This design comes from an exercise in tuning for small area, a short achievable clock period and few clock cycles per item on the open sky130 flow, not from production work.
In this exercise RTL edits were held to simulation tests only and were not proved equivalent to the original.
No activity file was given, so power comes from the tool's default toggle rates.

--- design/flow/config.mk ---
export PLATFORM = sky130hd
export DESIGN_NAME = implicit_binary_tree_traversal
export DESIGN_NICKNAME = implicit_binary_tree_traversal
export VERILOG_FILES = /design/flow/design.v
export SDC_FILE = /design/flow/constraint.sdc
export NUM_CORES = 4
export LEC_CHECK = 0
export CAP_MARGIN = 20
export CORE_MARGIN = 2
export CORE_UTILIZATION = 45
export CTS_CLUSTER_DIAMETER = 100
export CTS_CLUSTER_SIZE = 25
export SETUP_SLACK_MARGIN = 3.8
export SLEW_MARGIN = 20
--- design/flow/constraint.sdc ---
create_clock -name core_clock -period 6.5 [get_ports {clock}]
set_input_delay 1.3000 -clock core_clock [delete_from_list [all_inputs] [get_ports {clock}]]
set_output_delay 1.3000 -clock core_clock [all_outputs]
set_load 0.01 [all_outputs]
--- design/flow/design.v ---
`timescale 1ns / 1ps
package ibt_pkg;
   localparam int MAX_NODES = 64;
   localparam logic [1:0] ORDER_PRE  = 2'd0;
   localparam logic [1:0] ORDER_IN   = 2'd1;
   localparam logic [1:0] ORDER_POST = 2'd2;
   localparam logic [1:0] ORDER_BFS  = 2'd3;
endpackage
`timescale 1ns / 1ps
module implicit_binary_tree_traversal (
   input  logic        clock,
   input  logic        reset,
   input  logic        req_valid,
   output logic        req_stall,
   input  logic [31:0] req_node_value,
   input  logic        req_last_node,
   output logic        rsp_valid,
   input  logic        rsp_stall,
   output logic [31:0] rsp_out_value,
   output logic [5:0]  rsp_out_index,
   output logic        rsp_last_out,
   output logic        rsp_overflowed,
   input  logic        csr_write_enable,
   input  logic [1:0]  csr_write_data
);
   localparam int TAGW = 2;
   localparam int NT   = 1 << TAGW;
   localparam int KW   = TAGW + 6;
   localparam int NINS = 8;             
   localparam int INSD = 64 / NINS;
   function automatic logic [6:0] pand7(input logic [6:0] a);
      logic a01, a23, a45, a03;
      a01      = a[0] & a[1];
      a23      = a[2] & a[3];
      a45      = a[4] & a[5];
      a03      = a01 & a23;
      pand7[0] = a[0];
      pand7[1] = a01;
      pand7[2] = a01 & a[2];
      pand7[3] = a03;
      pand7[4] = a03 & a[4];
      pand7[5] = a03 & a45;
      pand7[6] = a03 & a45 & a[6];
   endfunction
   function automatic logic [6:0] por7(input logic [6:0] a);
      por7 = ~pand7(~a);
   endfunction
   function automatic logic [6:0] inc7(input logic [6:0] a);
      logic [6:0] c;
      c    = pand7(a);
      inc7 = (a & ~c) | (~a & {c[5:0], 1'b1});
   endfunction
   function automatic logic [6:0] dec7(input logic [6:0] a);
      logic [6:0] o;
      o    = por7(a);
      dec7 = (a & {o[5:0], 1'b0}) | ~o;
   endfunction
   function automatic logic lt7(input logic [6:0] a, input logic [6:0] b);
      logic [6:0] l, g;
      logic l65, g65, l43, g43, l21, g21, l63, g63, l20;
      l   = ~a & b;
      g   = a & ~b;
      l65 = l[6] | (~g[6] & l[5]);
      g65 = g[6] | (~l[6] & g[5]);
      l43 = l[4] | (~g[4] & l[3]);
      g43 = g[4] | (~l[4] & g[3]);
      l21 = l[2] | (~g[2] & l[1]);
      g21 = g[2] | (~l[2] & g[1]);
      l63 = l65 | (~g65 & l43);
      g63 = g65 | (~l65 & g43);
      l20 = l21 | (~g21 & l[0]);
      lt7 = l63 | (~g63 & l20);
   endfunction
   function automatic logic [7:0] lzero8(input logic [6:0] a);
      logic [6:0] c;
      c      = pand7(a);
      lzero8 = {c[6], ~a & {c[5:0], 1'b1}};
   endfunction
   logic [1:0] order_ff;
   logic            req_stall_ff, req_stall_d;
   logic            acc;
   logic [6:0]      acc_k;       
   logic [TAGW-1:0] acc_tag;
   logic [NT-1:0]   tag_busy;
   logic            l0_v, l0_last, l0_drop;
   logic [31:0]     l0_data;
   logic [6:0]      l0_k;
   logic [TAGW-1:0] l0_tag;
   logic [1:0]      l0_ord;
   logic [63:0][31:0]   mem_q;
   logic [63:0][KW-1:0] key_q;
   logic [63:0]     used_q, used_d;
   logic [NINS-1:0] cand, cand_next, ins_oh;
   logic [6:0]      ld_M, ld_LB;
   logic            st_we;
   logic [NT-1:0]   ready;
   logic [6:0]      d_n   [NT];
   logic [1:0]      d_ord [NT];
   logic [NT-1:0]   d_ovf;
   logic            w_act, w_last;
   logic [TAGW-1:0] w_tag, nt_tag;
   logic [6:0]      w_M, w_LB, w_T, w_Mn, w_step, w_st2, w_gt1, w_gt2, w_lo1, w_lo2, w_rem;
   logic [1:0]      w_ord;
   logic            w_ovf;
   logic            issue, w_start, w_fin;
   logic            k_v, k_last, k_ovf;
   logic [KW-1:0]   k_key;
   logic [6:0]      k_M, k_LB;
   logic            s1_v, s1_last, s1_ovf;
   logic [63:0]     s1_oh;
   logic            pipe_en, s1_move;
   logic            out_v, skid_v, out_free;
   logic [31:0]     out_val, skid_val, rd_data;
   logic [5:0]      out_idx, skid_idx;
   logic [6:0]      s1_idx;
   logic            out_last, skid_last, out_ovf, skid_ovf;
   assign req_stall = req_stall_ff;
   assign acc       = req_valid && !req_stall_ff && !reset;
   logic l0_first, l0_tagok, l0_commit, l0_nd, pred_new, pred_hold, l0_load;
   always_comb begin
      for (int k = 0; k < NINS; k++) begin
         cand[k]      = !used_q[(k * INSD + 63) % 64];
         cand_next[k] = !used_q[(k * INSD + 62) % 64] ||
                        (s1_move && s1_oh[(k * INSD + 62) % 64]);
      end
      l0_commit  = l0_v && (l0_drop || ((|cand) && l0_tagok));
      l0_nd      = l0_commit && !l0_drop;
      pred_new   = acc_k[6] || ((|cand_next) && !(acc_k == 7'd0 && tag_busy[acc_tag]));
      pred_hold  = (|cand_next) && !(l0_first && tag_busy[l0_tag]);
      l0_load    = !l0_v || l0_commit;
      if (reset)
         req_stall_d = 1'b1;
      else if (acc)
         req_stall_d = !pred_new;
      else
         req_stall_d = l0_v && !l0_commit && !pred_hold;
   end
   always_ff @(posedge clock) begin
      req_stall_ff <= req_stall_d;
      if (reset) begin
         order_ff <= ibt_pkg::ORDER_PRE;
         acc_k    <= '0;
         acc_tag  <= '0;
         l0_v     <= 1'b0;
      end else begin
         if (csr_write_enable)
            order_ff <= csr_write_data;
         l0_v <= acc || (l0_v && !l0_commit);
         if (acc) begin
            if (req_last_node) begin
               acc_k   <= '0;
               acc_tag <= acc_tag + 1'b1;
            end else if (!acc_k[6]) begin
               acc_k <= inc7(acc_k);
            end
         end
      end
      if (l0_load)
         l0_tagok <= !(acc_k == 7'd0 && tag_busy[acc_tag]);
      else
         l0_tagok <= !(l0_first && tag_busy[l0_tag]);
      if (l0_load) begin
         l0_data  <= req_node_value;
         l0_last  <= req_last_node;
         l0_drop  <= acc_k[6];
         l0_first <= (acc_k == 7'd0);
         l0_k     <= acc_k;
         l0_tag   <= acc_tag;
         l0_ord   <= order_ff;
      end
   end
   logic k_fin;
   assign k_fin = k_v && k_last && pipe_en;
   always_ff @(posedge clock) begin
      if (reset) begin
         tag_busy <= '0;
      end else begin
         for (int t = 0; t < NT; t++) begin
            if (l0_commit && l0_first && l0_tag == TAGW'(t))
               tag_busy[t] <= 1'b1;
            else if (k_fin && k_key[KW-1:6] == TAGW'(t))
               tag_busy[t] <= 1'b0;
         end
      end
   end
   assign st_we = l0_nd;
   always_comb begin
      ins_oh = '0;
      for (int k = NINS - 1; k >= 0; k--) begin
         if (cand[k]) begin
            ins_oh    = '0;
            ins_oh[k] = l0_nd;
         end
      end
   end
   for (genvar i = 0; i < 64; i++) begin : g_slot
      if (i % INSD == 0) begin : g_ins
         always_ff @(posedge clock) begin
            if (ins_oh[i / INSD]) begin
               mem_q[i] <= l0_data;
               key_q[i] <= {l0_tag, ld_M[6:1]};
            end else begin
               mem_q[i] <= mem_q[(i + 63) % 64];
               key_q[i] <= key_q[(i + 63) % 64];
            end
         end
      end else begin : g_move
         always_ff @(posedge clock) begin
            mem_q[i] <= mem_q[i - 1];
            key_q[i] <= key_q[i - 1];
         end
      end
   end
   logic [63:0] used_kept;
   always_comb begin
      used_kept = used_q & ~(s1_move ? s1_oh : 64'd0);
      used_d    = {used_kept[62:0], used_kept[63]};
      for (int k = 0; k < NINS; k++)
         if (ins_oh[k])
            used_d[k * INSD] = 1'b1;
   end
   logic [7:0] ld_y;
   logic [6:0] ld_x;
   always_comb begin
      ld_x = ld_M | dec7({ld_LB[5:0], 1'b0});
      ld_y = {&ld_x, inc7(ld_x)};
   end
   always_ff @(posedge clock) begin
      if (reset) begin
         used_q     <= '0;
         ld_M       <= 7'd64;
         ld_LB      <= 7'd64;
         ready      <= '0;
      end else begin
         used_q     <= used_d;
         if (l0_commit) begin
            if (l0_last) begin
               ld_M  <= 7'd64;
               ld_LB <= 7'd64;
            end else if (!l0_drop) begin
               if (ld_y[7]) begin
                  ld_M  <= ld_LB >> 1;
                  ld_LB <= ld_LB >> 1;
               end else begin
                  ld_M <= ld_y[6:0] | ld_LB;
               end
            end
         end
         for (int t = 0; t < NT; t++) begin
            if (l0_commit && l0_last && l0_tag == TAGW'(t))
               ready[t] <= 1'b1;
            else if (w_start && nt_tag == TAGW'(t))
               ready[t] <= 1'b0;
         end
      end
      if (l0_commit && l0_last) begin
         d_n[l0_tag]   <= l0_drop ? 7'd64 : inc7(l0_k);
         d_ord[l0_tag] <= l0_ord;
         d_ovf[l0_tag] <= l0_drop;
      end
   end
   assign pipe_en = !skid_v;
   assign issue   = w_act && pipe_en;
   assign w_fin   = issue && w_last;
   assign nt_tag  = w_act ? w_tag + 1'b1 : w_tag;
   assign w_start = ready[nt_tag] && (!w_act || w_fin);
   logic [6:0] st_n, st_step, st_Mn, st_M0;
   logic [1:0] st_ord;
   always_comb begin
      st_n   = d_n[nt_tag];
      st_ord = d_ord[nt_tag];
      if (st_n[6]) begin
         st_step = 7'd1;  st_Mn = 7'd1;
      end else if (st_n[5]) begin
         st_step = 7'd2;  st_Mn = {st_n[4:0], 2'b10};
      end else if (st_n[4]) begin
         st_step = 7'd4;  st_Mn = {st_n[3:0], 3'b100};
      end else if (st_n[3]) begin
         st_step = 7'd8;  st_Mn = {st_n[2:0], 4'b1000};
      end else if (st_n[2]) begin
         st_step = 7'd16; st_Mn = {st_n[1:0], 5'b10000};
      end else if (st_n[1]) begin
         st_step = 7'd32; st_Mn = {st_n[0], 6'b100000};
      end else begin
         st_step = 7'd64; st_Mn = 7'd64;
      end
      st_M0 = (st_ord == ibt_pkg::ORDER_IN || st_ord == ibt_pkg::ORDER_POST) ? st_step : 7'd64;
   end
   logic [6:0] nx_M, nx_LB, nx_T;
   always_comb begin
      logic       self_lt_h, child_lt_h, child_eq_h, has_l, sib_ok, is_left, lt_n, p_lt;
      logic [6:0] pm, ml, p, x0, x1, y0, y1, par, z0, z1, zi0, zi1, a0, a1, ai0, ai1;
      logic [7:0] lz0, lz1, lzi0, lzi1;
      self_lt_h  = |(w_LB & w_gt1);
      child_lt_h = |(w_LB & w_gt2);
      child_eq_h = |(w_LB & w_st2);
      pm         = w_M & ~w_LB;                     
      ml         = pm | (w_LB >> 1);                
      p          = pm | {w_LB[5:0], 1'b0};          
      is_left    = !(|(w_M & {w_LB[5:0], 1'b0}));
      p_lt       = lt7(p, w_Mn);                    
      sib_ok     = self_lt_h || p_lt;
      has_l      = child_lt_h || (child_eq_h && lt7(pm, w_Mn));
      lt_n       = lt7(w_M, w_Mn);
      par        = (w_M & ~{w_T[5:0], 1'b1}) | {w_LB[5:0], 1'b0};
      x0         = w_M | w_T;
      x1         = w_M | {w_T[5:0], 1'b1};
      lz0        = lzero8(x0);
      lz1        = lzero8(x1);
      y0         = inc7(x0);
      y1         = inc7(x1);
      a0         = pand7(x0);
      a1         = pand7(x1);
      z0         = w_M | w_lo1;
      z1         = w_M | w_lo2;
      lzi0       = lzero8(z0);
      lzi1       = lzero8(z1);
      zi0        = inc7(z0);
      zi1        = inc7(z1);
      ai0        = {pand7(z0), 1'b1};
      ai1        = {pand7(z1), 1'b1};
      nx_M       = w_M;
      nx_LB      = w_LB;
      nx_T       = w_T;
      case (w_ord)
         ibt_pkg::ORDER_PRE: begin
            if (has_l) begin
               nx_M  = ml;
               nx_LB = w_LB >> 1;
               nx_T  = w_T >> 1;
            end else if (sib_ok) begin
               nx_M  = y0 | lz0[7:1];
               nx_LB = lz0[7:1];
               nx_T  = a0;
            end else begin
               nx_M  = y1 | lz1[7:1];
               nx_LB = lz1[7:1];
               nx_T  = a1;
            end
         end
         ibt_pkg::ORDER_IN: begin
            if (lt_n) begin
               nx_M  = zi0;
               nx_LB = lzi0[6:0];
               nx_T  = ai0;
            end else begin
               nx_M  = zi1;
               nx_LB = lzi1[6:0];
               nx_T  = ai1;
            end
         end
         ibt_pkg::ORDER_POST: begin
            if (is_left && sib_ok) begin
               if (p_lt) begin
                  nx_M  = p | w_step;
                  nx_LB = w_step;
                  nx_T  = w_step | w_lo1;
               end else begin
                  nx_M  = p | w_st2;
                  nx_LB = w_st2;
                  nx_T  = w_st2 | w_lo2;
               end
            end else begin
               nx_M  = par;
               nx_LB = {w_LB[5:0], 1'b0};
               nx_T  = {w_T[5:0], 1'b1};
            end
         end
         default: begin
            if (lz0[7]) begin
               nx_M  = w_LB >> 1;
               nx_LB = w_LB >> 1;
               nx_T  = w_T >> 1;
            end else begin
               nx_M  = y0 | w_LB;
            end
         end
      endcase
   end
   always_ff @(posedge clock) begin
      if (reset) begin
         w_act <= 1'b0;
         w_tag <= '0;
      end else begin
         if (w_start) begin
            w_act <= 1'b1;
         end else if (w_fin) begin
            w_act <= 1'b0;
         end
         if (w_fin)
            w_tag <= w_tag + 1'b1;
      end
      if (w_start) begin
         w_Mn   <= st_Mn;
         w_step <= st_step;
         w_st2  <= {st_step[5:0], 1'b0};
         w_gt1  <= ~dec7({st_step[5:0], 1'b0});
         w_gt2  <= ~dec7({st_step[4:0], 2'b00});
         w_lo1  <= dec7(st_step);
         w_lo2  <= dec7({st_step[5:0], 1'b0});
         w_ord  <= st_ord;
         w_ovf  <= d_ovf[nt_tag];
         w_rem  <= st_n;
         w_last <= (st_n == 7'd1);
      end else if (issue) begin
         w_rem  <= dec7(w_rem);
         w_last <= (w_rem == 7'd2);
      end
   end
   logic [6:0] sel_st, sel_nx, sel_hd;
   always_comb begin
      sel_st = {7{w_start}};
      sel_nx = {7{!w_start && issue}};
      sel_hd = {7{!w_start && !issue}};
   end
   always_ff @(posedge clock) begin
      w_M  <= (sel_st & st_M0) | (sel_nx & nx_M) | (sel_hd & w_M);
      w_LB <= (sel_st & st_M0) | (sel_nx & nx_LB) | (sel_hd & w_LB);
      w_T  <= (sel_st & (st_M0 | dec7(st_M0))) | (sel_nx & nx_T) | (sel_hd & w_T);
   end
   always_ff @(posedge clock) begin
      if (reset) begin
         k_v <= 1'b0;
      end else if (pipe_en) begin
         k_v <= w_act;
      end
      if (pipe_en) begin
         k_key  <= {w_tag, w_M[6:1]};
         k_M    <= w_M;
         k_LB   <= w_LB;
         k_last <= w_last;
         k_ovf  <= w_ovf;
      end
   end
   logic [6:0] k_j;
   always_comb begin
      case (1'b1)
         k_LB[6]: k_j = 7'd1;
         k_LB[5]: k_j = {5'd0, 1'b1, k_M[6]};
         k_LB[4]: k_j = {4'd0, 1'b1, k_M[6:5]};
         k_LB[3]: k_j = {3'd0, 1'b1, k_M[6:4]};
         k_LB[2]: k_j = {2'd0, 1'b1, k_M[6:3]};
         k_LB[1]: k_j = {1'd0, 1'b1, k_M[6:2]};
         default: k_j = 7'd64;
      endcase
   end
   logic [63:0] hit;
   always_comb begin
      for (int i = 0; i < 64; i++)
         hit[i] = used_q[i] && (key_q[i] == k_key);
   end
   always_ff @(posedge clock) begin
      s1_oh <= pipe_en ? {hit[62:0], hit[63]} : {s1_oh[62:0], s1_oh[63]};
      if (reset) begin
         s1_v <= 1'b0;
      end else if (pipe_en) begin
         s1_v <= k_v;
      end
      if (pipe_en) begin
         s1_idx  <= dec7(k_j);
         s1_last <= k_last;
         s1_ovf  <= k_ovf;
      end
   end
   assign s1_move  = s1_v && pipe_en;
   assign out_free = !out_v || !rsp_stall;
   logic o_skid, o_new, o_hold;
   always_comb begin
      o_skid = out_free && skid_v;
      o_new  = out_free && !skid_v;
      o_hold = !out_free;
   end
   always_comb begin
      rd_data = '0;
      for (int i = 0; i < 64; i++)
         rd_data = rd_data | (s1_oh[i] ? mem_q[i] : 32'd0);
   end
   always_ff @(posedge clock) begin
      if (reset) begin
         out_v  <= 1'b0;
         skid_v <= 1'b0;
      end else begin
         if (out_free)
            out_v <= skid_v || s1_move;
         if (skid_v)
            skid_v <= !out_free;
         else
            skid_v <= s1_move && !out_free;
      end
      out_val  <= ({32{o_skid}} & skid_val) | ({32{o_new}} & rd_data) | ({32{o_hold}} & out_val);
      out_idx  <= ({6{o_skid}} & skid_idx) | ({6{o_new}} & s1_idx[5:0]) | ({6{o_hold}} & out_idx);
      out_last <= (o_skid & skid_last) | (o_new & s1_last) | (o_hold & out_last);
      out_ovf  <= (o_skid & skid_ovf) | (o_new & s1_ovf) | (o_hold & out_ovf);
      if (!skid_v) begin
         skid_val  <= rd_data;
         skid_idx  <= s1_idx[5:0];
         skid_last <= s1_last;
         skid_ovf  <= s1_ovf;
      end
   end
   assign rsp_valid      = out_v;
   assign rsp_out_value  = out_val;
   assign rsp_out_index  = out_idx;
   assign rsp_last_out   = out_last;
   assign rsp_overflowed = out_ovf;
endmodule
--- design/flow/run.sh ---
#!/bin/bash
# synth_recipe.tcl (not shown) runs the flow's synth.tcl, then flattens the netlist and writes it again
# the make line also repeats each setting of config.mk as NAME=value (left out here)
make -C /OpenROAD-flow-scripts/flow DESIGN_CONFIG=/design/flow/config.mk WORK_HOME=/design/flow/orfs CLKGATE_MAP_FILE= SYNTH_SCRIPT=/design/flow/synth_recipe.tcl finish
==> flow_summary.html, run 1 <==
<table>
<tr><th>Metric</th><th>Value</th></tr>
<tr><th colspan="2">Run status</th></tr>
<tr><td>Run status</td><td>complete, no violations</td></tr>
<tr><th colspan="2">Placed design</th></tr>
<tr><td>Count of placed standard cells including taps</td><td>9400</td></tr>
<tr><td>Setup slack at placement</td><td>~2.6 ns</td></tr>
<tr><td>Placer Congestion</td><td>0.935</td></tr>
<tr><td>Post-detailed-placement half-perimeter wirelength</td><td>roughly 180 mm</td></tr>
<tr><td>Quantity of I/O buffers inserted on ports</td><td>81</td></tr>
<tr><th colspan="2">Global route</th></tr>
<tr><td>Global route total overflow</td><td>0</td></tr>
<tr><td>Number of global-route vias before repair</td><td>59000</td></tr>
<tr><td>Initial antenna violation count</td><td>14</td></tr>
<tr><td>Total routing usage reported by global routing</td><td>30.0%</td></tr>
<tr><td>Wire length of the first global-routing pass</td><td>442 mm</td></tr>
<tr><td>Maximum number of pins on one net before global-route repair</td><td>between 70 and 80</td></tr>
<tr><th colspan="2">Synthesis</th></tr>
<tr><td>Synthesis-stage register bit count</td><td>around 3000</td></tr>
<tr><td>Sequential area share after synthesis</td><td>67.8%</td></tr>
<tr><td>Synthesis warning total</td><td>1</td></tr>
<tr><td>Post-synthesis instance total</td><td>7040</td></tr>
<tr><td>Netlist Area Pre-Place</td><td>90900 um2</td></tr>
<tr><td>Mean post-synth cell area</td><td>12.9 um2</td></tr>
<tr><td>Async set-reset flop share out of synthesis</td><td>0%</td></tr>
<tr><td>Number of enable-type register cells in the synthesized netlist</td><td>193</td></tr>
<tr><td>Mapped Nets</td><td>7132</td></tr>
<tr><td>Number of distinct library cell variants in the gate-level netlist after synthesis</td><td>95</td></tr>
<tr><td>Dominant register cell in the synthesized netlist</td><td>sky130_fd_sc_hd__dfxtp_1</td></tr>
<tr><th colspan="2">Floorplanning</th></tr>
<tr><td>DIE WIDTH</td><td>454 um</td></tr>
<tr><td>Die area</td><td>roughly 210000 um2</td></tr>
<tr><td>Initial Utilization</td><td>45.4%</td></tr>
<tr><td>Chip height</td><td>between 400 and 500 um</td></tr>
<tr><td>Placement row count</td><td>164</td></tr>
<tr><td>Number of primary I/O pins</td><td>82</td></tr>
<tr><td>Placeable core region</td><td>between 200000 and 250000 um2</td></tr>
<tr><th colspan="2">Setup path</th></tr>
<tr><td>Kind of launch point of the worst setup path</td><td>register</td></tr>
<tr><td>Critical Path AT</td><td>3.55 ns</td></tr>
<tr><td>Cell-by-cell trace of the critical path</td><td>nand3_1, nor2_1, a21boi_2, o21a_4, nand2_8, nor4bb_4, buf_12, mux2_2</td></tr>
<tr><td>Critical path buffers and inverters</td><td>1</td></tr>
<tr><td>Slowest stage cell, crit path</td><td>sky130_fd_sc_hd__dfxtp_4</td></tr>
<tr><td>Endpoint kind of the worst setup timing path</td><td>register</td></tr>
<tr><td>Biggest fanout along the worst timing path</td><td>41</td></tr>
<tr><td>Cell family with most CP delay</td><td>simple AND/OR/NAND/NOR gates</td></tr>
<tr><td>Critical path class</td><td>register to register</td></tr>
<tr><td>Critical path's largest stage delay</td><td>between 0.4 and 0.5 ns</td></tr>
<tr><td>Crit path required time</td><td>7.25 ns</td></tr>
<tr><th colspan="2">Clocking</th></tr>
<tr><td>Number of buffers between clock root and the deepest sink</td><td>3</td></tr>
<tr><td>Clk pin slew, worst setup/hold paths</td><td>0.10 ns</td></tr>
<tr><td>Clock tree from TritonCTS</td><td>built</td></tr>
<tr><td>Number of buffers created by CTS</td><td>139</td></tr>
<tr><td>Sinks on Clock Net</td><td>2984</td></tr>
<tr><td>Insertion delay to the later sink of the worst-skew pair</td><td>around 0.88 ns</td></tr>
<tr><td>Clock tree root driver cell</td><td>sky130_fd_sc_hd__clkbuf_16</td></tr>
<tr><td>H-tree depth</td><td>4</td></tr>
<tr><th colspan="2">Finish</th></tr>
<tr><td>Layout Area Growth over Synthesis</td><td>10.3%</td></tr>
<tr><td>Final cell count without fillers</td><td>9717</td></tr>
<tr><td>Proportion of layout cells with a drive suffix above 1</td><td>13.4%</td></tr>
<tr><td>Nets</td><td>7076</td></tr>
<tr><th colspan="2">Timing</th></tr>
<tr><td>TNS Setup</td><td>0 ns</td></tr>
<tr><td>Final setup fails</td><td>0</td></tr>
<tr><td>Top achievable clock speed</td><td>0.357 GHz</td></tr>
<tr><td>Final hold viol count</td><td>0</td></tr>
<tr><td>Layout Skew</td><td>0.0566 ns</td></tr>
<tr><td>Final period utilization</td><td>a little over two fifths</td></tr>
<tr><td>Tightest Pin Transition</td><td>1.19 ns</td></tr>
<tr><td>Post-route setup slack</td><td>3.70 ns</td></tr>
<tr><td>Minimum clock period</td><td>2.80 ns</td></tr>
<tr><td>Headroom to the max-slew limit</td><td>20.4%</td></tr>
<tr><td>Count of pins over their slew limit</td><td>0</td></tr>
<tr><td>Unrepaired setup endpoints after global routing</td><td>yes</td></tr>
<tr><th colspan="2">Power</th></tr>
<tr><td>Leak pwr</td><td>approximately 40 nW</td></tr>
<tr><td>Power per cell area</td><td>around 330 nW/um2</td></tr>
<tr><td>Final Power</td><td>33.1 mW</td></tr>
<tr><td>Maximum vdd drop</td><td>0.000292 V</td></tr>
<tr><th colspan="2">Detailed routing</th></tr>
<tr><td>Average wire per standard cell</td><td>33.1 um</td></tr>
<tr><td>Total via count in the routed design</td><td>60600</td></tr>
<tr><td>Total DRC errors in the routed layout</td><td>0</td></tr>
<tr><td>Vias per std cell</td><td>6.24</td></tr>
<tr><td>Routed wire length</td><td>321 mm</td></tr>
<tr><td>DR pass1 iterations</td><td>7</td></tr>
<tr><td>First-iteration detailed-routing DRC count</td><td>7406</td></tr>
<tr><td>Post-DRT Antenna Nets</td><td>0</td></tr>
<tr><th colspan="2">Worst hold path</th></tr>
<tr><td>Min-Delay Path Class</td><td>register to register</td></tr>
<tr><th colspan="2">Flow run</th></tr>
<tr><td>Number of maximum-capacitance violations</td><td>0</td></tr>
</table>
## logic make-up (layout without fill, tap and decap cells)
logic type / Yosys count / after routing / share of synthesized area [%]
flip-flops: 2984 / 2984 / 67.8
other: 1 / 11 / 0.00412
XOR/XNOR: 457 / 457 / 4.41
adder cells (fa/ha/maj): 52 / 52 / 0.716
AO/OA/AOI/OAI: 1586 / 1586 / 13.9
buffers and inverters: 599 / 608 / 2.58
AND/OR/NAND/NOR: 958 / 960 / 5.67
multiplexers: 403 / 403 / 4.92
## flip-flops by register name, summed over array words and instances, names as in the netlist, 8 cells and up
signal / count
used_q: 64
s1_oh: 64
d_ord: 8
skid_val: 32
mem_q: 2048
d_n: 28
out_val: 32
l0_data: 32
key_q: 512
## cells in the mapped netlist (all sizes together) (22+ instances only)
cell	number	area, um2
buf	102	472
a21oi	170	855
nor2	180	678
edfxtp	193	5800
nand2b	77	489
a22o	522	4570
nor3	76	380
nand4	200	1250
nor2b	26	163
ha	52	651
dfxtp	2791	55900
nand2	170	663
nor4b	22	199
a221oi	526	4610
nand3	47	235
mux2i	72	721
mux2	329	3700
xnor2	154	1360
or4	35	263
a222oi	27	270
nor4	55	344
o21ai	139	696
clkbuf	369	1390
o22ai	33	213
inv	125	477
a22oi	25	188
xor2	303	2650
## worst paths after layout
check             cells after the start            endpoint  slack, ns                   from
setup / recovery                      8  mem_q[517]$_DFF_P_       3.70  used_q[39]$_SDFF_PP0_
hold / removal                        0  mem_q[186]$_DFF_P_       0.32     mem_q[154]$_DFF_P_
setup reg to reg                      8  mem_q[517]$_DFF_P_       3.70  used_q[39]$_SDFF_PP0_
hold reg to reg                       0  mem_q[186]$_DFF_P_       0.32     mem_q[154]$_DFF_P_
## worst register-to-register path, cell delays in order (launching register included)
cell and delay [ns]:
sky130_fd_sc_hd__dfxtp_4 0.42, sky130_fd_sc_hd__nand3_1 0.13, sky130_fd_sc_hd__nor2_1 0.07, sky130_fd_sc_hd__a21boi_2 0.32, sky130_fd_sc_hd__o21a_4 0.24, sky130_fd_sc_hd__nand2_8 0.15
sky130_fd_sc_hd__nor4bb_4 0.38, sky130_fd_sc_hd__buf_12 0.32, sky130_fd_sc_hd__mux2_2 0.66
## layout make-up
type	count	area, um2
Clock inverter	15	264
Multi-Input combinational cell	3459	27500
Fill cell	17400	100000
Clock buffer	193	3780
Timing Repair Buffer	272	2910
Antenna cell	10	25.0
Tap cell	2656	3320
Sequential cell	2984	62000
Inverter	128	513
## metrics by stage
step	instance area, um2	util [%]	hold WS, ns
final	100000	50.1	0.324
after global routing	100000	50.1	0.331
after CTS	99300	49.6	0.320
after detailed placement	94200	47.1	0.335
after global placement	94200	47.1	0.333
after floorplan	90900	-	0.331
## power by group
group / leakage [nW] / internal [mW] / switching (mW)
Combinational: 12.7 / 1.40 / 2.16
Sequential: 24.7 / 19.0 / 0.537
Clock: 1.94 / 4.15 / 5.91
Total: 39.4 / 24.5 / 8.60
## routing by layer
metal / up-vias / routed length [um] / GRT usage, %
met2: 3706 / 143000 / 47.1
met5: - / 23 / 0
met1: 30300 / 129000 / 40.3
li1: 25700 / - / -
met4: 4 / 15400 / 12.4
met3: 880 / 33800 / 6.30
## cell usage in the layout (no fill, tap or decap), types with 49 or more instances in the layout
cell / n
sky130_fd_sc_hd__nand2_1: 160
sky130_fd_sc_hd__o21ai_0: 130
sky130_fd_sc_hd__clkbuf_1: 49
sky130_fd_sc_hd__nor3_1: 72
sky130_fd_sc_hd__a22o_1: 521
sky130_fd_sc_hd__mux2_2: 302
sky130_fd_sc_hd__xor2_1: 303
sky130_fd_sc_hd__ha_1: 50
sky130_fd_sc_hd__xnor2_1: 153
sky130_fd_sc_hd__nand2b_1: 73
sky130_fd_sc_hd__mux2i_1: 65
sky130_fd_sc_hd__nor4_1: 54
sky130_fd_sc_hd__a221oi_1: 517
sky130_fd_sc_hd__a21oi_1: 167
sky130_fd_sc_hd__nand4_1: 200
sky130_fd_sc_hd__buf_4: 99
sky130_fd_sc_hd__dfxtp_4: 80
sky130_fd_sc_hd__nor2_1: 174
sky130_fd_sc_hd__clkbuf_16: 147
sky130_fd_sc_hd__edfxtp_1: 193
sky130_fd_sc_hd__dfxtp_1: 2663
sky130_fd_sc_hd__inv_1: 114
## what timing repair did
action                                  4_1_cts  5_1_grt
cloned                                        8        5
resized for setup                           372      112
pin swaps                                    17       14
endpoints found under the setup margin      518      199
setup buffers                                30       56
hold buffers                                  0        0
Testbench counts, summed over its fixed seeds: cycles 14,089, items 12,608.
==> run 2, diff against run 1 <==
--- a/design/flow/design.v
+++ b/design/flow/design.v
@@ -101,3 +101,4 @@
    logic [TAGW-1:0] w_tag, nt_tag;
-   logic [6:0]      w_M, w_LB, w_T, w_Mn, w_step, w_st2, w_gt1, w_gt2, w_lo1, w_lo2, w_rem;
+   logic [6:0]      w_M, w_LB, w_T, w_Mn, w_lo1, w_rem;
+   logic [6:0]      w_step, w_st2, w_gt1, w_gt2, w_lo2;
    logic [1:0]      w_ord;
@@ -111,7 +112,7 @@
    logic            pipe_en, s1_move;
-   logic            out_v, skid_v, out_free;
-   logic [31:0]     out_val, skid_val, rd_data;
-   logic [5:0]      out_idx, skid_idx;
+   logic            out_v, out_free;
+   logic [31:0]     out_val, rd_data;
+   logic [5:0]      out_idx;
    logic [6:0]      s1_idx;
-   logic            out_last, skid_last, out_ovf, skid_ovf;
+   logic            out_last, out_ovf;
    assign req_stall = req_stall_ff;
@@ -261,3 +262,3 @@
    end
-   assign pipe_en = !skid_v;
+   assign pipe_en = out_free;
    assign issue   = w_act && pipe_en;
@@ -288,2 +289,9 @@
    end
+   always_comb begin
+      w_lo2  = {w_lo1[5:0], 1'b1};            
+      w_step = w_lo2 & ~w_lo1;
+      w_st2  = {w_step[5:0], 1'b0};
+      w_gt1  = ~w_lo2;                        
+      w_gt2  = ~{w_lo2[5:0], 1'b1};           
+   end
    logic [6:0] nx_M, nx_LB, nx_T;
@@ -394,8 +402,3 @@
          w_Mn   <= st_Mn;
-         w_step <= st_step;
-         w_st2  <= {st_step[5:0], 1'b0};
-         w_gt1  <= ~dec7({st_step[5:0], 1'b0});
-         w_gt2  <= ~dec7({st_step[4:0], 2'b00});
          w_lo1  <= dec7(st_step);
-         w_lo2  <= dec7({st_step[5:0], 1'b0});
          w_ord  <= st_ord;
@@ -466,8 +469,2 @@
    assign out_free = !out_v || !rsp_stall;
-   logic o_skid, o_new, o_hold;
-   always_comb begin
-      o_skid = out_free && skid_v;
-      o_new  = out_free && !skid_v;
-      o_hold = !out_free;
-   end
    always_comb begin
@@ -477,24 +474,16 @@
    end
+   logic o_new, o_hold;
+   always_comb begin
+      o_new  = s1_move;
+      o_hold = !out_free;
+   end
    always_ff @(posedge clock) begin
-      if (reset) begin
-         out_v  <= 1'b0;
-         skid_v <= 1'b0;
-      end else begin
-         if (out_free)
-            out_v <= skid_v || s1_move;
-         if (skid_v)
-            skid_v <= !out_free;
-         else
-            skid_v <= s1_move && !out_free;
-      end
-      out_val  <= ({32{o_skid}} & skid_val) | ({32{o_new}} & rd_data) | ({32{o_hold}} & out_val);
-      out_idx  <= ({6{o_skid}} & skid_idx) | ({6{o_new}} & s1_idx[5:0]) | ({6{o_hold}} & out_idx);
-      out_last <= (o_skid & skid_last) | (o_new & s1_last) | (o_hold & out_last);
-      out_ovf  <= (o_skid & skid_ovf) | (o_new & s1_ovf) | (o_hold & out_ovf);
-      if (!skid_v) begin
-         skid_val  <= rd_data;
-         skid_idx  <= s1_idx[5:0];
-         skid_last <= s1_last;
-         skid_ovf  <= s1_ovf;
-      end
+      if (reset)
+         out_v <= 1'b0;
+      else if (out_free)
+         out_v <= s1_v;
+      out_val  <= ({32{o_new}} & rd_data) | ({32{o_hold}} & out_val);
+      out_idx  <= ({6{o_new}} & s1_idx[5:0]) | ({6{o_hold}} & out_idx);
+      out_last <= (o_new & s1_last) | (o_hold & out_last);
+      out_ovf  <= (o_new & s1_ovf) | (o_hold & out_ovf);
    end
==> flow_summary.html, run 2 <==
<table>
<tr><th>Metric</th><th>Value</th></tr>
<tr><th colspan="2">Run status</th></tr>
<tr><td>Run status</td><td>complete, no violations</td></tr>
<tr><th colspan="2">Finish</th></tr>
<tr><td>Layout Area Growth over Synthesis</td><td>13.4%</td></tr>
<tr><td>Final std cell area, no fill</td><td>101000 um2</td></tr>
<tr><td>Proportion of layout cells with a drive suffix above 1</td><td>around 17%</td></tr>
<tr><td>Most frequent cells in the layout</td><td>sky130_fd_sc_hd__dfxtp_1, sky130_fd_sc_hd__a22oi_1, sky130_fd_sc_hd__xor2_1</td></tr>
<tr><td>Most frequent standard cell in the layout excluding fill and tap cells</td><td>sky130_fd_sc_hd__dfxtp_1</td></tr>
<tr><td>Top reg by flops</td><td>mem_q</td></tr>
<tr><td>Final cell count without fillers</td><td>9881</td></tr>
<tr><td>Nets</td><td>7267</td></tr>
<tr><td>Number of flip-flops in the largest register</td><td>about 2000</td></tr>
<tr><td>Top Registers</td><td>mem_q (2048), key_q (512)</td></tr>
<tr><td>Fin util</td><td>51.2%</td></tr>
<tr><th colspan="2">Clocking</th></tr>
<tr><td>Sinks on Clock Net</td><td>just under 3000</td></tr>
<tr><td>H-tree depth</td><td>4</td></tr>
<tr><td>Clk pin slew, worst setup/hold paths</td><td>0.10 ns</td></tr>
<tr><td>Clock tree root driver cell</td><td>sky130_fd_sc_hd__clkbuf_16</td></tr>
<tr><td>Hold-fix buffer count after cts</td><td>0</td></tr>
<tr><td>Clock tree from TritonCTS</td><td>built</td></tr>
<tr><td>Number of buffers created by CTS</td><td>around 140</td></tr>
<tr><td>Insertion delay to the later sink of the worst-skew pair</td><td>0.83 ns</td></tr>
<tr><td>Number of buffers between clock root and the deepest sink</td><td>3</td></tr>
<tr><th colspan="2">Detailed routing</th></tr>
<tr><td>Average wire per standard cell</td><td>33.5 um</td></tr>
<tr><td>DR pass1 iterations</td><td>7</td></tr>
<tr><td>Vias per std cell</td><td>approximately 6.2</td></tr>
<tr><td>Post-DRT Antenna Nets</td><td>0</td></tr>
<tr><td>Total DRC errors in the routed layout</td><td>0</td></tr>
<tr><td>Routed wire length</td><td>331 mm</td></tr>
<tr><td>First-iteration detailed-routing DRC count</td><td>7815</td></tr>
<tr><td>Total via count in the routed design</td><td>a little over 60000</td></tr>
<tr><th colspan="2">Setup path</th></tr>
<tr><td>Slowest stage cell, crit path</td><td>sky130_fd_sc_hd__dfxtp_4</td></tr>
<tr><td>Launch point of the worst path</td><td>w_M[4]$_DFF_P_</td></tr>
<tr><td>Endpoint kind of the worst setup timing path</td><td>register</td></tr>
<tr><td>Terminus of the critical flop-to-flop path</td><td>w_M[6]$_DFF_P_</td></tr>
<tr><td>Crit path required time</td><td>7.21 ns</td></tr>
<tr><td>Worst r2r src</td><td>w_M[4]$_DFF_P_</td></tr>
<tr><td>Critical path class</td><td>register to register</td></tr>
<tr><td>Kind of launch point of the worst setup path</td><td>register</td></tr>
<tr><td>Cell-by-cell trace of the critical path</td><td>or3b_1, and3_4, a32oi_2, o211a_4, buf_12, o21ai_4, or4_1, a31o_1, a32oi_1, nand3b_1</td></tr>
<tr><td>Worst R2R Path Depth</td><td>10</td></tr>
<tr><td>Cell family with most CP delay</td><td>simple AND/OR/NAND/NOR gates</td></tr>
<tr><td>Critical path's largest stage delay</td><td>0.47 ns</td></tr>
<tr><td>Critical Path AT</td><td>3.58 ns</td></tr>
<tr><td>Critical path buffers and inverters</td><td>1</td></tr>
<tr><td>Biggest fanout along the worst timing path</td><td>12</td></tr>
<tr><td>Critical path endpoint</td><td>w_M[6]$_DFF_P_</td></tr>
<tr><td>Total stage count of the critical path</td><td>10</td></tr>
<tr><td>Minimum setup slack among reg-to-reg paths</td><td>3.63 ns</td></tr>
<tr><th colspan="2">Timing</th></tr>
<tr><td>Top achievable clock speed</td><td>0.348 GHz</td></tr>
<tr><td>Headroom to the max-slew limit</td><td>27.2%</td></tr>
<tr><td>Count of pins over their slew limit</td><td>0</td></tr>
<tr><td>Final setup fails</td><td>0</td></tr>
<tr><td>Layout Skew</td><td>0.0423 ns</td></tr>
<tr><td>Final period utilization</td><td>44.2%</td></tr>
<tr><td>TNS Setup</td><td>0 ns</td></tr>
<tr><td>Unrepaired setup endpoints after global routing</td><td>yes</td></tr>
<tr><td>Minimum clock period</td><td>2.87 ns</td></tr>
<tr><td>Tightest Pin Transition</td><td>between 1 and 1.5 ns</td></tr>
<tr><td>Final hold viol count</td><td>0</td></tr>
<tr><th colspan="2">Placed design</th></tr>
<tr><td>Quantity of I/O buffers inserted on ports</td><td>81</td></tr>
<tr><td>Count of placed standard cells including taps</td><td>~9400</td></tr>
<tr><td>Placement-stage cell area</td><td>92400 um2</td></tr>
<tr><td>Placer Congestion</td><td>between 0.9 and 1</td></tr>
<tr><td>Post-detailed-placement half-perimeter wirelength</td><td>183 mm</td></tr>
<tr><th colspan="2">Synthesis</th></tr>
<tr><td>Async set-reset flop share out of synthesis</td><td>0%</td></tr>
<tr><td>Area share of the leading cell type in the synthesized netlist</td><td>between 60% and 70%</td></tr>
<tr><td>Mapped Nets</td><td>7142</td></tr>
<tr><td>Netlist Area Pre-Place</td><td>88900 um2</td></tr>
<tr><td>Most repeated cell in the gate-level netlist after synthesis</td><td>sky130_fd_sc_hd__dfxtp_1</td></tr>
<tr><td>Number of distinct library cell variants in the gate-level netlist after synthesis</td><td>90</td></tr>
<tr><td>Largest cells by area after synthesis</td><td>sky130_fd_sc_hd__dfxtp_1, sky130_fd_sc_hd__a22oi_1, sky130_fd_sc_hd__edfxtp_1, sky130_fd_sc_hd__xor2_1, sky130_fd_sc_hd__mux2_2</td></tr>
<tr><td>Leading post-synthesis cells by instance count</td><td>sky130_fd_sc_hd__dfxtp_1, sky130_fd_sc_hd__a22oi_1, sky130_fd_sc_hd__xor2_1</td></tr>
<tr><td>Synthesis-stage register bit count</td><td>2924</td></tr>
<tr><td>Sequential area share after synthesis</td><td>about 67%</td></tr>
<tr><td>Cell type with the largest total area after synthesis</td><td>sky130_fd_sc_hd__dfxtp_1</td></tr>
<tr><td>Post-synthesis instance total</td><td>7048</td></tr>
<tr><td>Synthesis warning total</td><td>1</td></tr>
<tr><td>Mean post-synth cell area</td><td>12.6 um2</td></tr>
<tr><td>Dominant register cell in the synthesized netlist</td><td>sky130_fd_sc_hd__dfxtp_1</td></tr>
<tr><td>Number of enable-type register cells in the synthesized netlist</td><td>around 130</td></tr>
<tr><th colspan="2">Floorplanning</th></tr>
<tr><td>Chip height</td><td>449 um</td></tr>
<tr><td>Die area</td><td>between 200000 and 250000 um2</td></tr>
<tr><td>Placeable core region</td><td>197000 um2</td></tr>
<tr><td>Number of primary I/O pins</td><td>82</td></tr>
<tr><td>Initial Utilization</td><td>45.2%</td></tr>
<tr><td>Placement row count</td><td>163</td></tr>
<tr><td>DIE WIDTH</td><td>449 um</td></tr>
<tr><th colspan="2">Power</th></tr>
<tr><td>Final Power</td><td>roughly 34 mW</td></tr>
<tr><td>Maximum vdd drop</td><td>roughly 0.00027 V</td></tr>
<tr><td>Leak pwr</td><td>40.9 nW</td></tr>
<tr><td>Power per cell area</td><td>340 nW/um2</td></tr>
<tr><th colspan="2">Global route</th></tr>
<tr><td>Wire length of the first global-routing pass</td><td>between 400 and 500 mm</td></tr>
<tr><td>Maximum number of pins on one net before global-route repair</td><td>73</td></tr>
<tr><td>Initial antenna violation count</td><td>15</td></tr>
<tr><td>Global route total overflow</td><td>0</td></tr>
<tr><td>Total routing usage reported by global routing</td><td>31.4%</td></tr>
<tr><td>Number of global-route vias before repair</td><td>59800</td></tr>
<tr><th colspan="2">Flow run</th></tr>
<tr><td>Number of maximum-capacitance violations</td><td>0</td></tr>
<tr><th colspan="2">Worst hold path</th></tr>
<tr><td>Min-Delay Path Class</td><td>register to register</td></tr>
<tr><td>Min-Delay Path Depth</td><td>0</td></tr>
</table>
run 2: cell types whose count changed after synthesis, sizes merged, moves of 30 or more:
cell,before,now
nor3,76,106
nor2,180,121
nand3,47,154
inv,125,78
o41ai,3,34
edfxtp,193,134
xor2,303,451
a22oi,25,541
xnor2,154,68
a22o,522,264
nand2,170,228
a221oi,526,259
mux2i,72,30
o21ai,139,172
run 2: per-stage QoR:
stage | hold WS [ns] | worst slack [ns]
final | 0.319 | 3.63
after global routing | 0.342 | 3.58
after CTS | 0.325 | 3.69
after detailed placement | 0.336 | 1.45
after global placement | 0.333 | 1.59
after floorplan | 0.331 | 3.58
run 2: area by class of cell:
| class | count | area, um2 |
|---|---|---|
| Antenna cell | 8 | 20.0 |
| Clock buffer | 185 | 3740 |
| Clock inverter | 15 | 308 |
| Fill cell | 16800 | 96000 |
| Inverter | 78 | 320 |
| Multi-Input combinational cell | 3583 | 28100 |
| Sequential cell | 2924 | 60300 |
| Tap cell | 2640 | 3300 |
| Timing Repair Buffer | 448 | 4800 |
run 2: worst min-delay path by stage:
stage / endpoint / slack [ns] / from
2_1_floorplan: mem_q[1000]$_DFF_P_ / 0.33 / mem_q[968]$_DFF_P_
3_3_place_gp: mem_q[396]$_DFF_P_ / 0.33 / mem_q[364]$_DFF_P_
3_5_place_dp: mem_q[1072]$_DFF_P_ / 0.34 / mem_q[1040]$_DFF_P_
4_1_cts: mem_q[1277]$_DFF_P_ / 0.32 / mem_q[1245]$_DFF_P_
5_1_grt: mem_q[1597]$_DFF_P_ / 0.34 / mem_q[1565]$_DFF_P_
6_report: mem_q[1921]$_DFF_P_ / 0.32 / mem_q[1889]$_DFF_P_
run 2: worst reg2reg max path: stages, from the launching register on:
cell	delay (ns)
sky130_fd_sc_hd__dfxtp_4	0.47
sky130_fd_sc_hd__or3b_1	0.40
sky130_fd_sc_hd__and3_4	0.19
sky130_fd_sc_hd__a32oi_2	0.25
sky130_fd_sc_hd__o211a_4	0.29
sky130_fd_sc_hd__buf_12	0.13
sky130_fd_sc_hd__o21ai_4	0.08
sky130_fd_sc_hd__or4_1	0.40
sky130_fd_sc_hd__a31o_1	0.24
sky130_fd_sc_hd__a32oi_1	0.20
sky130_fd_sc_hd__nand3b_1	0.10
run 2: routing by layer:
| metal | track usage [%] | vias up | wire length (um) |
|---|---|---|---|
| met5 | 0 | - | 119 |
| met4 | 15.4 | 16 | 21200 |
| met3 | 7.44 | 1060 | 36000 |
| met2 | 48.0 | 3858 | 143000 |
| met1 | 41.7 | 30600 | 131000 |
| li1 | - | 25800 | - |
run 2: where the power goes:
part | internal [mW] | switching, mW | total (mW)
sequential | 18.6 | 0.598 | 19.2
clock | 4.15 | 5.82 | 9.97
combinational | 2.17 | 3.00 | 5.17
total | 24.9 | 9.42 | 34.3
run 2: cell families (layout without fill, tap and decap cells):
kind of cell / after synthesis / count (layout) / synth area share (%)
AOI/OAI and AO/OA: 1568 / 1573 / 13.2
xor gates and xnor gates: 519 / 519 / 5.11
adders and majority gates: 57 / 57 / 0.795
buffers and inverters: 551 / 726 / 2.46
DFF: 2924 / 2924 / 67.3
muxes: 369 / 369 / 4.80
other: 1 / 9 / 0.00422
and+or+nand+nor: 1059 / 1064 / 6.25
run 2: what timing repair did:
action | in CTS | in global routing
gates resized for setup | 505 | 157
setup buffers | 139 | 96
gates cloned | 18 | 7
endpoints found under the setup margin | 579 | 336
pin swaps | 37 | 64
Testbench counts of run 2, summed over its fixed seeds: cycles 14,089, items 12,608.

-- re-timing with driven ports --
How much do the figures lean on ideal ports? The routed layouts below were timed once more, with nothing changed but the port constraints.
Step 1: set_driving_cell puts a clkbuf_16 on clock and a buf_2 on each other input, an assumption about the parent block.
Step 2 moves the port delays by t, midway between the first and last clock arrival at a register: inputs arrive t later, outputs are due t later. That takes back most of the time a late clock gives input paths.
a / b / c = no drivers / after step 1 / after step 2; a / b = the first two.
run | t, ns | setup WS [ns] | worst hold slack (ns) | latest minus earliest clock arrival (ns) | slew at the worst register clock pin (ns)
run 1 | 0.933 | 3.701 / 3.701 / 3.394 | 0.324 / 0.324 / 0.324 | 0.067 / 0.066 | 0.11 / 0.11
run 2 | 0.907 | 3.627 / 3.627 / 3.061 | 0.319 / 0.319 / 0.319 | 0.063 / 0.063 | 0.11 / 0.11
After both steps every run listed still meets setup and hold. The setup slack of run 2, which loses most, moves by 0.000 ns with the drivers and by -0.566 ns with both steps.
